This design comes from an exercise in tuning for small area and a short achievable clock period on the open sky130 flow, not from production work.
In this exercise RTL edits were held to simulation tests only and were not proved equivalent to the original.
Power figures rest on the tool's default switching activity, not on a simulated workload.

==> design.v <==
`default_nettype none
package fcb_pkg;
    typedef struct packed {
        logic [2:0]  address;
        logic [31:0] data;
        logic [3:0]  select;
        logic        stb;
        logic        we;
        logic        cyc;
    } wb_req_t;
    typedef struct packed {
        logic [29:0] reserved;
        logic        readback_en;
        logic        program_en;    
    } fcb_ctrl_t;
    typedef union packed {
        logic [31:0] raw;
        fcb_ctrl_t   fields;
    } fcb_ctrl_u;
    typedef struct packed {
        logic [26:0] reserved;
        logic        overrun;
        logic        checksum_mismatch;
        logic        checksum_match;
        logic        bitstream_done;
        logic        word_done;     
    } fcb_status_t;
    typedef struct packed {
        logic cfg_bit;
        logic shift;
    } chain_t;
endpackage
`default_nettype wire
`timescale 1ns/1ps
`default_nettype none
module fcb_regs (
    input  wire                    clk,
    input  wire                    reset,
    input  fcb_pkg::wb_req_t       bus,
    output logic [31:0]            rd_data,
    output fcb_pkg::fcb_ctrl_u     ctrl,
    output logic [31:0]            length,
    output logic [31:0]            expected,
    output logic [31:0]            data_word,
    output logic                   data_wr,
    input  wire                    word_done_p,
    input  wire                    done_p,
    input  wire                    match_p,
    input  wire                    mismatch_p,
    input  wire                    overrun_p,
    input  wire [31:0]             rdbk_word,
    output logic                   bitstream_done
);
    fcb_pkg::fcb_status_t status;
    logic                 wr_en;
    logic                 prog_q;
    logic                 rb_q;
    logic                 prog_rise;
    logic                 rb_rise;
    function automatic logic [31:0] merge_bytes(input logic [31:0] old_val,
                                                input logic [31:0] new_val,
                                                input logic [3:0]  sel);
        logic [31:0] res;
        res = old_val;
        for (int i = 0; i < 4; i++) begin
            if (sel[i])
                res[8*i +: 8] = new_val[8*i +: 8];
        end
        merge_bytes = res;
    endfunction
    assign wr_en          = bus.stb & bus.we & bus.cyc;
    assign prog_rise      = ctrl.fields.program_en & ~prog_q;
    assign rb_rise        = ctrl.fields.readback_en & ~rb_q;
    assign bitstream_done = status.bitstream_done;
    always_ff @(posedge clk or negedge reset) begin
        if (!reset) begin
            ctrl.raw <= '0;
            data_word <= '0;
            length   <= '0;
            expected <= '0;
            data_wr  <= 1'b0;
            status   <= '0;
            prog_q   <= 1'b0;
            rb_q     <= 1'b0;
        end else begin
            prog_q  <= ctrl.fields.program_en;
            rb_q    <= ctrl.fields.readback_en;
            data_wr <= wr_en && (bus.address == 3'd1);
            if (wr_en && (bus.address == 3'd1))
                data_word <= merge_bytes(data_word, bus.data, bus.select);
            if (wr_en) begin
                case (bus.address)
                    3'd0: ctrl.raw <= merge_bytes(ctrl.raw, bus.data, bus.select);
                    3'd2:  length   <= merge_bytes(length, bus.data, bus.select);
                    3'd3:  expected <= merge_bytes(expected, bus.data, bus.select);
                    default: ;
                endcase
            end
            if (word_done_p)
                status.word_done <= 1'b1;
            else if (prog_rise || data_wr)
                status.word_done <= 1'b0;    
            if (done_p)
                status.bitstream_done <= 1'b1;
            else if (prog_rise)
                status.bitstream_done <= 1'b0;
            if (match_p)
                status.checksum_match <= 1'b1;
            else if (prog_rise || rb_rise)
                status.checksum_match <= 1'b0;
            if (mismatch_p)
                status.checksum_mismatch <= 1'b1;
            else if (prog_rise || rb_rise)
                status.checksum_mismatch <= 1'b0;
            if (overrun_p)
                status.overrun <= 1'b1;
            else if (prog_rise)
                status.overrun <= 1'b0;
        end
    end
    always_comb begin
        rd_data = '0;
        if (bus.stb && !bus.we) begin
            case (bus.address)
                3'd0:   rd_data = ctrl.raw;
                3'd1:   rd_data = data_word;
                3'd2:    rd_data = length;
                3'd3:    rd_data = expected;
                3'd4: rd_data = status;
                3'd5:   rd_data = rdbk_word;
                default:          rd_data = '0;
            endcase
        end
    end
endmodule
`default_nettype wire
`timescale 1ns/1ps
`default_nettype none
module config_tile #(
    parameter int TILE_BITS = 32
) (
    input  wire                  clk,
    input  wire                  reset,
    input  fcb_pkg::chain_t      chain_in,
    input  wire                  load,
    output fcb_pkg::chain_t      chain_out,
    output logic [TILE_BITS-1:0] config_bits
);
    logic [TILE_BITS-1:0] cells;
    always_ff @(posedge clk or negedge reset) begin
        if (!reset)
            cells <= '0;
        else if (chain_in.shift)
            cells <= {cells[TILE_BITS-2:0], chain_in.cfg_bit};
    end
    assign chain_out.cfg_bit = cells[TILE_BITS-1];
    assign chain_out.shift   = chain_in.shift;    
    always_ff @(posedge clk or negedge reset) begin
        if (!reset)
            config_bits <= '0;
        else if (load)
            config_bits <= cells;    
    end
endmodule
`default_nettype wire
`timescale 1ns/1ps
`default_nettype none
module bitstream_shifter (
    input  wire                 clk,
    input  wire                 reset,
    input  fcb_pkg::fcb_ctrl_u  ctrl,
    input  wire [31:0]          data_word,
    input  wire [31:0]          length,
    input  wire                 data_wr,
    input  wire                 recirc_bit,
    input  wire                 recirc_shift,
    output fcb_pkg::chain_t     head,
    output logic                load,
    output logic                word_done_p,
    output logic                done_p,
    output logic                overrun_p
);
    typedef enum logic [1:0] {
        S_IDLE,
        S_SHIFT,
        S_DONE
    } state_t;
    state_t      state;
    logic [31:0] shift_word;
    logic [5:0]  word_cnt;
    logic [31:0] total_cnt;
    logic        prog_q;
    logic        prog_rise;
    logic        start;
    logic        shift_now;
    logic        shift_bit;
    logic        last_bit;
    logic        word_end;
    always_comb begin
        prog_rise = ctrl.fields.program_en & ~prog_q;
        start     = data_wr & ctrl.fields.program_en & (state == S_IDLE);
        shift_now = start | (state == S_SHIFT);
        shift_bit = start ? data_word[31] : shift_word[31];    
        last_bit  = (total_cnt + 32'd1) == length;
        word_end  = word_cnt == 6'd31;
        if (state == S_DONE) begin
            head.cfg_bit = recirc_bit;    
            head.shift   = recirc_shift;
        end else begin
            head.cfg_bit = shift_bit;
            head.shift   = shift_now;
        end
    end
    always_ff @(posedge clk or negedge reset) begin
        if (!reset) begin
            state       <= S_IDLE;
            word_cnt    <= '0;
            total_cnt   <= '0;
            prog_q      <= 1'b0;
            load        <= 1'b0;
            word_done_p <= 1'b0;
            done_p      <= 1'b0;
            overrun_p   <= 1'b0;
        end else begin
            prog_q      <= ctrl.fields.program_en;
            word_done_p <= shift_now & (word_end | last_bit);
            done_p      <= shift_now & last_bit;
            load        <= shift_now & last_bit;
            overrun_p   <= data_wr & (state == S_SHIFT);    
            if (shift_now) begin
                total_cnt <= total_cnt + 32'd1;
                word_cnt  <= (word_end || last_bit) ? 6'd0 : word_cnt + 6'd1;
            end
            case (state)
                S_IDLE: begin
                    if (prog_rise)
                        total_cnt <= '0;
                    else if (start)
                        state <= last_bit ? S_DONE : S_SHIFT;
                end
                S_SHIFT: begin
                    if (last_bit)
                        state <= S_DONE;
                    else if (word_end)
                        state <= S_IDLE;
                end
                S_DONE: begin
                    if (prog_rise) begin    
                        state     <= S_IDLE;
                        total_cnt <= '0;
                    end
                end
                default: state <= S_IDLE;
            endcase
        end
    end
    always_ff @(posedge clk) begin
        if (start)
            shift_word <= {data_word[30:0], 1'b0};
        else if (state == S_SHIFT)
            shift_word <= shift_word << 1;
    end
endmodule
`default_nettype wire
`timescale 1ns/1ps
`default_nettype none
module readback_checker (
    input  wire                 clk,
    input  wire                 reset,
    input  fcb_pkg::fcb_ctrl_u  ctrl,
    input  wire                 bitstream_done,
    input  wire [31:0]          length,
    input  wire [31:0]          expected,
    input  wire                 tail,
    output logic                recirc_bit,
    output logic                recirc_shift,
    output logic [31:0]         rdbk_word,
    output logic                match_p,
    output logic                mismatch_p
);
    logic        running;
    logic        rb_q;
    logic        rb_start;
    logic        last;
    logic [31:0] cnt;
    logic [2:0]  bit_idx;
    logic [6:0]  byte_sr;
    logic [7:0]  byte_q;
    logic        byte_vld;
    logic [15:0] sum_a;
    logic [15:0] sum_b;
    logic [16:0] a_sum;
    logic [16:0] a_red;
    logic [17:0] b_sum;
    logic [17:0] b_red;
    logic [2:0]  fin;
    logic [31:0] result_q;
    assign recirc_bit   = tail;
    assign recirc_shift = running;
    always_comb begin
        rb_start = ctrl.fields.readback_en & ~rb_q & bitstream_done & ~running & (length != 0);
        last     = cnt == (length - 32'd1);
        a_sum    = {1'b0, sum_a} + {9'd0, byte_q};
        a_red    = (a_sum >= 17'(65521)) ? a_sum - 17'(65521) : a_sum;
        b_sum    = {2'b00, sum_b} + {1'b0, a_red};
        b_red    = (b_sum >= 18'(65521)) ? b_sum - 18'(65521) : b_sum;
    end
    always_ff @(posedge clk or negedge reset) begin
        if (!reset) begin
            running    <= 1'b0;
            rb_q       <= 1'b0;
            cnt        <= '0;
            bit_idx    <= '0;
            byte_vld   <= 1'b0;
            sum_a      <= 16'd1;
            sum_b      <= '0;
            fin        <= '0;
            match_p    <= 1'b0;
            mismatch_p <= 1'b0;
            rdbk_word  <= '0;
        end else begin
            if (running)
                rdbk_word <= {rdbk_word[30:0], tail};
            rb_q     <= ctrl.fields.readback_en;
            byte_vld <= running & ((bit_idx == 3'd7) | last);
            fin      <= {fin[1:0], running & last};
            if (rb_start) begin
                running <= 1'b1;
                cnt     <= '0;
                bit_idx <= '0;
                sum_a   <= 16'd1;
                sum_b   <= '0;
            end else if (running) begin
                cnt     <= cnt + 32'd1;
                bit_idx <= bit_idx + 3'd1;
                if (last)
                    running <= 1'b0;
            end
            if (byte_vld) begin
                sum_a <= a_red[15:0];
                sum_b <= b_red[15:0];
            end
            match_p    <= fin[2] & (result_q == expected);
            mismatch_p <= fin[2] & (result_q != expected);
        end
    end
    always_ff @(posedge clk) begin
        if (running) begin
            byte_sr   <= {byte_sr[5:0], tail};
            if (bit_idx == 3'd7 || last)
                byte_q <= {byte_sr, tail} << (3'd7 - bit_idx);
        end
        if (fin[1])
            result_q <= {sum_b, sum_a};
    end
endmodule
`default_nettype wire
`timescale 1ns/1ps
`default_nettype none
module fcb_top (
    input  wire                                       clk,
    input  wire                                       reset,
    input  wire [2:0]                                 bus_address,
    input  wire [31:0]                                bus_data,
    input  wire [3:0]                                 bus_select,
    input  wire                                       bus_stb,
    input  wire                                       bus_we,
    input  wire                                       bus_cyc,
    output logic [31:0]                               rd_data,
    output logic [8*32-1:0]  config_bits,
    output logic                                      global_reset
);
    fcb_pkg::wb_req_t   bus;
    fcb_pkg::fcb_ctrl_u ctrl;
    logic [2*8+1:0] chain;    
    logic [31:0]        length;
    logic [31:0]        expected;
    logic [31:0]        data_word;
    logic [31:0]        rdbk_word;
    logic               data_wr;
    logic               word_done_p;
    logic               done_p;
    logic               match_p;
    logic               mismatch_p;
    logic               overrun_p;
    logic               bitstream_done;
    logic               load;
    logic               recirc_bit;
    logic               recirc_shift;
    assign bus.address = bus_address;
    assign bus.data    = bus_data;
    assign bus.select  = bus_select;
    assign bus.stb     = bus_stb;
    assign bus.we      = bus_we;
    assign bus.cyc     = bus_cyc;
    fcb_regs i_regs (
        .clk            (clk),
        .reset          (reset),
        .bus            (bus),
        .rd_data        (rd_data),
        .ctrl           (ctrl),
        .length         (length),
        .expected       (expected),
        .data_word      (data_word),
        .data_wr        (data_wr),
        .word_done_p    (word_done_p),
        .done_p         (done_p),
        .match_p        (match_p),
        .mismatch_p     (mismatch_p),
        .overrun_p      (overrun_p),
        .rdbk_word      (rdbk_word),
        .bitstream_done (bitstream_done)
    );
    bitstream_shifter i_shifter (
        .clk          (clk),
        .reset        (reset),
        .ctrl         (ctrl),
        .data_word    (data_word),
        .length       (length),
        .data_wr      (data_wr),
        .recirc_bit   (recirc_bit),
        .recirc_shift (recirc_shift),
        .head         (chain[1:0]),
        .load         (load),
        .word_done_p  (word_done_p),
        .done_p       (done_p),
        .overrun_p    (overrun_p)
    );
    for (genvar k = 0; k < 8; k++) begin : g_tile
        config_tile #(
            .TILE_BITS (32)
        ) i_tile (
            .clk         (clk),
            .reset       (reset),
            .chain_in    (chain[2*k +: 2]),
            .load        (load),
            .chain_out   (chain[2*k+2 +: 2]),
            .config_bits (config_bits[k*32 +: 32])
        );
    end
    readback_checker i_checker (
        .clk            (clk),
        .reset          (reset),
        .ctrl           (ctrl),
        .bitstream_done (bitstream_done),
        .length         (length),
        .expected       (expected),
        .tail           (chain[2*8+1]),
        .recirc_bit     (recirc_bit),
        .recirc_shift   (recirc_shift),
        .rdbk_word      (rdbk_word),
        .match_p        (match_p),
        .mismatch_p     (mismatch_p)
    );
    assign global_reset = bitstream_done;    
endmodule
`default_nettype wire
==> run.sh <==
#!/bin/bash
# synth_recipe.tcl (not shown) runs the flow's synth.tcl, then flattens the netlist and writes it again
# the make line also repeats each setting of config.mk as NAME=value (left out here)
make -C /OpenROAD-flow-scripts/flow DESIGN_CONFIG=/design/flow/config.mk WORK_HOME=/design/flow/orfs CLKGATE_MAP_FILE= SYNTH_SCRIPT=/design/flow/synth_recipe.tcl finish
==> config.mk <==
export PLATFORM = sky130hd
export DESIGN_NAME = fcb_top
export DESIGN_NICKNAME = fcb_top
export VERILOG_FILES = /design/flow/design.v
export SDC_FILE = /design/flow/constraint.sdc
export NUM_CORES = 4
export LEC_CHECK = 0
export CAP_MARGIN = 20
export CORE_MARGIN = 2
export CORE_UTILIZATION = 40
export SLEW_MARGIN = 20
==> constraint.sdc <==
create_clock -name core_clock -period 8.0 [get_ports {clk}]
set_input_delay 1.6000 -clock core_clock [delete_from_list [all_inputs] [get_ports {clk}]]
set_output_delay 1.6000 -clock core_clock [all_outputs]
set_load 0.01 [all_outputs]
==> reports/qor.txt <==
Most frequent CP cell: ha_1
Worst r2r src: i_checker.sum_a[0]
Gate Count Post-Synth: 3,060
Yosys cell types: 97
Die span in y: 319 µm
Most used DFF post-synth: dfrtp_1
Grt peak-use layer: met2
Clock latency (worst-skew pair): 0.68 ns
Status: finished clean
Crit-path max FO: 12
CTS Buffer Depth: 3
Power Dens Cells: 204 nW/µm²
Syn_nets: 3,141
Initial core utilization: 40.3%
Pins Over Slew Limit: 0
Grt met3 use: 5.03%
Ranking of synthesized cells by area: dfrtp_1 (50%), mux2_2 (20%), edfxtp_1 (5.9%)
Share of layout cells above drive strength 1: 28.4%
ANT nets after route: 0
Slowest stage delay, CP: 0.55 ns
Final instance area: 47,500 µm²
Crit Path Category: reg -> reg
Slew margin rel.: 27.3%
Num ports: 333
Final clock skew: 0.0437 ns
Async SR Flop Fraction: 91.1%
Worst Hold End: i_checker.fin[1]
Crit. End Element: flop
GRT met2 Usage: 30.4%
Period utilization: 92.5%
Hold crit path type: reg -> reg
Syn-to-layout area delta: 19.5%
H-tree depth: 3
Placed Cells: 4,546
TritonCTS clock tree: yes
Remaining Overflow, GRT: 0
Setup bufs post-CTS: 0
Yosys top cell by area: dfrtp_1
Critical Path RT: 8.56 ns
Worst path arrival time: 7.96 ns
Fillers: 8,854
Tmin final: 7.40 ns
Rows: 115
Register area share after synthesis: 56.1%
Initial antenna violation count: 1
GPL Wtd Cong: 0.835
DP Wirelength: 67,600 µm
Port bufs: 332
Final hold slack: 0.348 ns
Worst-Margin Slew: 1.09 ns
Layout Nets: 3,438
Finished Layout Cells: 4,725
DR vias/cell: 5.32
DRT Pass-1 Iters: 5
RSZ-0062 raised after global routing: no
Final Hold Viols: 0
Worst R2R Setup Slack: 0.60 ns
Avg WL per Cell: 20.9 µm
Leakage: 21.3 nW
CTS sink cnt: 875
Netlist Area Pre-Place: 39,700 µm²
Num CTS Buffers: 96
First-pass GRT wire length: 155,000 µm
Placed Instance Area: 44,300 µm²
Area occupied by multi-input gates: 16,600 µm²
Final setup vio count: 0
Crit-path leading delay family: compound AO/OA/AOI/OAI gates
CP Launch Type: flop
Slowest library cell on the worst path: a211oi_1
Fmax: 135 MHz
Worst Reg-to-Reg Cells: 21
Hold Startpoint: i_checker.fin[0]
Maximum vdd drop: 161 µV
Post-Route WL: 98,500 µm
Die X: 319 µm
Max cap viols: 0
Area taken by flip-flops and latches: 22,300 µm²
Worst hold stages: 0
Setup tns final: 0 ns
Critical path buffer and inverter count: 0
Ys Warns: 4
# resized after CTS: 0
CP cell instances: ha_1 -> fa_1 -> a211oi_2 -> o41a_4 -> o21a_4 -> xnor2_1 -> a2111oi_4 -> o2111ai_1 -> a2111oi_0 -> xor2_1 -> ha_1 -> and2_1 -> a221oi_2 -> nand2_1 -> a211oi_1 -> and4_1 -> nand4_2 -> nor4_1 -> a21oi_2 -> or4_1 -> a32o_1
Number of remaining DRC errors: 0
Largest net degree at the start of global routing: 171
Synth top area share: 50.2%
Flops & latches, synth: 875
Hold buffers post-CTS: 0
RR Endpoint: i_checker.sum_b[13]
GR Util met1: 26.3%
Full die area: 102,000 µm²
Clk pin slew, worst setup/hold paths: 0.06 ns
Initial DRC Count: 1,507
EDFF count, synth: 78
CTS root buf: clkbuf_16
Vias in the first global route: 25,300
Core area: 98,400 µm²
Syn Area/Cell: 13.0 µm²
Via count: 25,200
Total GRT Usage: 19.4%
==> state kept, by name, summed over array words and instances, names as in the netlist, 31 cells and up <==
register                   flops
g_tile.i_tile.cells          256
i_checker.result_q            32
i_checker.rdbk_word           32
i_shifter.shift_word          31
i_regs.data_word              32
i_regs.length                 32
i_shifter.total_cnt           32
i_checker.cnt                 32
i_regs.ctrl                   32
g_tile.i_tile.config_bits    256
i_regs.expected               32
==> per-stage QoR <==
step / util, % / setup WS, ns / total power [mW]
2_1_floorplan: - / 1.61 / 5.07
3_3_place_gp: 45.0 / 0.836 / 5.34
3_5_place_dp: 45.0 / 0.709 / 5.35
4_1_cts: 48.2 / 0.671 / 9.82
5_1_grt: 48.2 / 0.0878 / 10.1
6_report: 48.2 / 0.599 / 9.67
==> cell type report <==
type                    count  area share [%]
well taps                1287            3.39
repair buffers            364            7.60
inverters                  37           0.293
clock buffers             137            5.83
flip-flops and latches    875            47.0
clock inverters            41           0.883
multi-input cells        1983            35.0
diodes                      1         0.00527
==> routing by layer <==
metal  part of all wire (%)  up-vias  routed length (µm)
met5                      0        -                   0
met4                    2.9        0                2890
met3                    6.5      136                6450
met2                     46      525               45800
met1                     44    12900               43400
li1                       -    11600                   -
==> worst max path at each step <==
stage / end / depth (start not counted) / startpoint / slack [ns]
finish: i_checker.sum_b[13] / 21 / i_checker.sum_a[0] / 0.60
global route: i_checker.sum_b[13] / 21 / i_checker.sum_a[0] / 0.09
CTS: i_checker.sum_b[13] / 21 / i_checker.sum_a[0] / 0.67
detailed placement: i_checker.sum_b[13] / 21 / i_checker.sum_a[0] / 0.71
global placement: i_checker.sum_b[13] / 21 / i_checker.sum_a[0] / 0.84
floorplan: i_checker.sum_b[13] / 22 / i_checker.sum_a[0] / 1.61
==> placed cells by master (no fill, tap or decap), drive strengths merged, types with 29 or more instances in the layout <==
cell type,instances
inv,44
xnor2,117
clkbuf,137
buf,35
o21ai,73
mux4,29
nor3,39
nand2,142
mux2,705
nor2,180
dfrtp,796
clkdlybuf4s50,329
ha,35
nand3,74
nor2b,39
xor2,75
a21oi,98
nand4,32
edfxtp,78
==> synthesized netlist by cell type, drive strengths merged (35+ instances only) <==
| cell | instances |
|---|---|
| inv | 37 |
| nor2b | 39 |
| nand2 | 142 |
| clkbuf | 136 |
| dfrtp | 796 |
| xnor2 | 117 |
| mux2 | 705 |
| a21oi | 98 |
| xor2 | 75 |
| nor3 | 39 |
| o21ai | 73 |
| edfxtp | 78 |
| nor2 | 180 |
| ha | 35 |
| nand3 | 74 |
==> power by group <==
part	switching [mW]	internal, mW	leakage (nW)
registers	0.142	4.57	11.8
clock network	1.86	2.55	1.57
logic	0.296	0.252	7.98
==> cell families after synthesis <==
| kind of cell | synth area share (%) |
|---|---|
| buf+inv | 2.06 |
| simple gates | 8.32 |
| xor+xnor | 4.24 |
| compound gates | 5.82 |
| mux | 22.2 |
| flops | 56.1 |
| fa+ha+maj | 1.20 |

==> afterwards: timing with drivers on the ports <==
How much do the figures lean on ideal ports? The routed layout below was timed once more, with nothing changed but the port constraints.
Step 1: set_driving_cell puts a clkbuf_16 on clk and a buf_2 on each other input, an assumption about the parent block.
Step 2 also shifts input and output timing later by t, the mid clock arrival at the registers, as if the neighbouring blocks saw the same clock.
Three values: no drivers, after step 1, after step 2; two values: the first two.
shift t [ns]: 0.724
setup WS [ns]: 0.599 / 0.599 / 0.599
worst hold slack (ns): 0.348 / 0.348 / 0.348
After both steps setup and hold are still met in this run. For this run, drivers alone change the setup slack by 0.000 ns; drivers and shift together by 0.000 ns.
